Background: an optimization exercise with open tools, aiming at small area, a short achievable clock period and few clock cycles per item. Do not read the settings as production practice. In this exercise RTL edits were held to simulation tests only and were not proved equivalent to the original.

run A:
==> flow/design.v (excerpt) <==
module mandel_iter_pipe #(
    parameter int WIDTH  = 16,
    parameter int FRAC   = 13,
    parameter int ITER_W = 8,
    parameter int STAGES = 4
) (
    input  logic              Clk,
    input  logic              Reset,
    input  logic              in_valid,
    output logic              in_ready,
    input  logic [WIDTH-1:0]  in_x,
    input  logic [WIDTH-1:0]  in_y,
    input  logic [WIDTH-1:0]  in_c1,
    input  logic [WIDTH-1:0]  in_c2,
    input  logic [ITER_W-1:0] in_div,
    input  logic              in_done,
    input  logic [ITER_W-1:0] max_iter,
    output logic              out_valid,
    input  logic              out_ready,
    output logic [WIDTH-1:0]  out_x,
    output logic [WIDTH-1:0]  out_y,
    output logic [WIDTH-1:0]  out_c1,
    output logic [WIDTH-1:0]  out_c2,
    output logic [ITER_W-1:0] out_div,
    output logic              out_done
);
Size in the first run: about 6,900 cells after synthesis, about 160 I/O pins.
clock: 14.0 ns
lec_check: 0
cap_margin: 20
core_margin: 2
core_utilization: 40
slew_margin: 20
standard.sh (not shown) runs the stock make flow with config.mk's settings and CLKGATE_MAP_FILE= SYNTH_SCRIPT=/design/flow/synth_recipe.tcl, a recipe that flattens the netlist after the stock synthesis.
==> flow/flow/run.sh <==
#!/bin/bash
set -euo pipefail
MARGIN=${MARGIN:-6.25}
R=orfs/results/sky130hd/mandel_iter_pipe/base
bash standard.sh SETUP_SLACK_MARGIN=$MARGIN synth > standard_synth.log 2>&1
python3 flow/polarity.py $R/1_2_yosys.v $R/1_2_yosys_pol.v "$FLOW_HOME/platforms/sky130hd/lib/sky130_fd_sc_hd__tt_025C_1v80.lib" > polarity.log 2>&1
mv $R/1_2_yosys_pol.v $R/1_2_yosys.v
rm -f $R/1_synth.odb $R/1_synth.sdc
bash standard.sh SETUP_SLACK_MARGIN=$MARGIN finish > standard_make.log 2>&1
Other scripts of this flow, unchanged in this note and not shown: flow/flow/polarity.py
Testbench counts of run A, summed over its fixed seeds: cycles 3,240, items 3,200.
> inputs changed (run A -> run B)
- setting CTS_BUF_LIST to sky130_fd_sc_hd__clkbuf_4 sky130_fd_sc_hd__clkbuf_8 for the first time
diff --git a/flow/flow/run.sh b/flow/flow/run.sh
--- a/flow/flow/run.sh
+++ b/flow/flow/run.sh
@@ -2,3 +2,3 @@
 set -euo pipefail
-MARGIN=${MARGIN:-6.25}
+MARGIN=${MARGIN:-6.5}
 R=orfs/results/sky130hd/mandel_iter_pipe/base
### Flow results
- Compared with run A, run B shows a lower critical path depth.
- Run B vs run A: worst setup slack up
- Comparing run B against run A, there is no change at all in total clock sinks.
- In run B, the arrival time of data at the critical path endpoint came out 3.38 ns below the value in run A.
> inputs changed (run B -> run C)
- an added TNS_END_PERCENT of 30
- a deleted CTS_BUF_LIST that had been sky130_fd_sc_hd__clkbuf_4 sky130_fd_sc_hd__clkbuf_8
==> results.txt <==
- Against run B, routed wire length in run C fell slightly.
- Post-route standard cell area excluding fillers across run C and run B: no real change.
- Fmax delta (run C − run B): favourable
- Taking run B as the reference, in run C minimum period implied by the final worst setup slack went down; non-clock buffer count saw a decrease; final worst setup slack now larger; cts-stage hold buffer count about even.
- Delta (run C minus run B): number of sinks on the clock net stayed essentially flat, post-route fraction of the period consumed by the critical path fell by 0.29 points.
Input changes introduced in run D (baseline for comparison: run C):
- TNS_END_PERCENT removed (was 30)
diff --git a/flow/flow/run.sh b/flow/flow/run.sh
--- a/flow/flow/run.sh
+++ b/flow/flow/run.sh
@@ -2,3 +2,3 @@
 set -euo pipefail
-MARGIN=${MARGIN:-6.5}
+MARGIN=${MARGIN:-7}
 R=orfs/results/sky130hd/mandel_iter_pipe/base
Notes after the runs:
Result for run D and run C: all clean. Taking run C as the reference, in run D met1 track demand over resource now larger; minimum period implied by the final worst setup slack now smaller; global routing usage on met3 now larger; summed area of non-filler cells in the final layout now larger.
--- input diff run D..run E ---
- ABC_AREA: unset -> 1
diff --git a/flow/flow/run.sh b/flow/flow/run.sh
--- a/flow/flow/run.sh
+++ b/flow/flow/run.sh
@@ -2,3 +2,3 @@
 set -euo pipefail
-MARGIN=${MARGIN:-7}
+MARGIN=${MARGIN:-7.5}
 R=orfs/results/sky130hd/mandel_iter_pipe/base
--- outcome ---
Run D → run E: count of endpoints failing setup in the final report essentially unchanged, post-cts sizing count went up by about 35%.
In the reports for run E and run D, the smaller worst setup slack belongs to run D.
Run D vs run E, most common cell after layout, fill and taps aside: sky130_fd_sc_hd__fa_1 vs sky130_fd_sc_hd__nand2_1
Run E vs run D — die outline width climbed by a few percent
Total non-filler cell area in the finished layout (run E over run D): increase, 7.1%
When run E is set beside run D, its final clock period utilization by the worst path turns out to be 2.4 points smaller.

[port drivers added, routing unchanged]
In the flow no input, the clock included, has a driving cell. The finished layouts below were timed again as built, in two steps.
Step 1 (the two cells are an assumption about what drives the block):
set clk [get_ports {Clk}]
set_driving_cell -lib_cell sky130_fd_sc_hd__clkbuf_16 $clk
set_driving_cell -lib_cell sky130_fd_sc_hd__buf_2 [delete_from_list [all_inputs] $clk]
Step 2 also shifts input and output timing later by t, the mid clock arrival at the registers, as if the neighbouring blocks saw the same clock.
Slacks: ideal ports / drivers / drivers and shift; pairs: ideal ports / drivers.
run	t, ns	setup WS [ns]	clock arrival spread, ns	worst register clock-pin slew, ns	pins driven straight from the clock port
run A	0.743	6.433 / 6.428 / 6.428	0.034 / 0.034	0.07 / 0.07	1
run B	0.843	6.594 / 6.570 / 6.570	0.061 / 0.061	0.09 / 0.09	1
run C	0.751	6.635 / 6.622 / 6.622	0.032 / 0.032	0.07 / 0.07	1
run D	0.747	6.649 / 6.649 / 6.649	0.036 / 0.036	0.07 / 0.07	1
run E	0.776	6.987 / 6.987 / 6.987	0.076 / 0.076	0.08 / 0.08	1
After both steps setup and hold are still met in every run listed. The setup slack of run B, which loses most, moves by -0.024 ns with the drivers and by -0.024 ns with both steps.
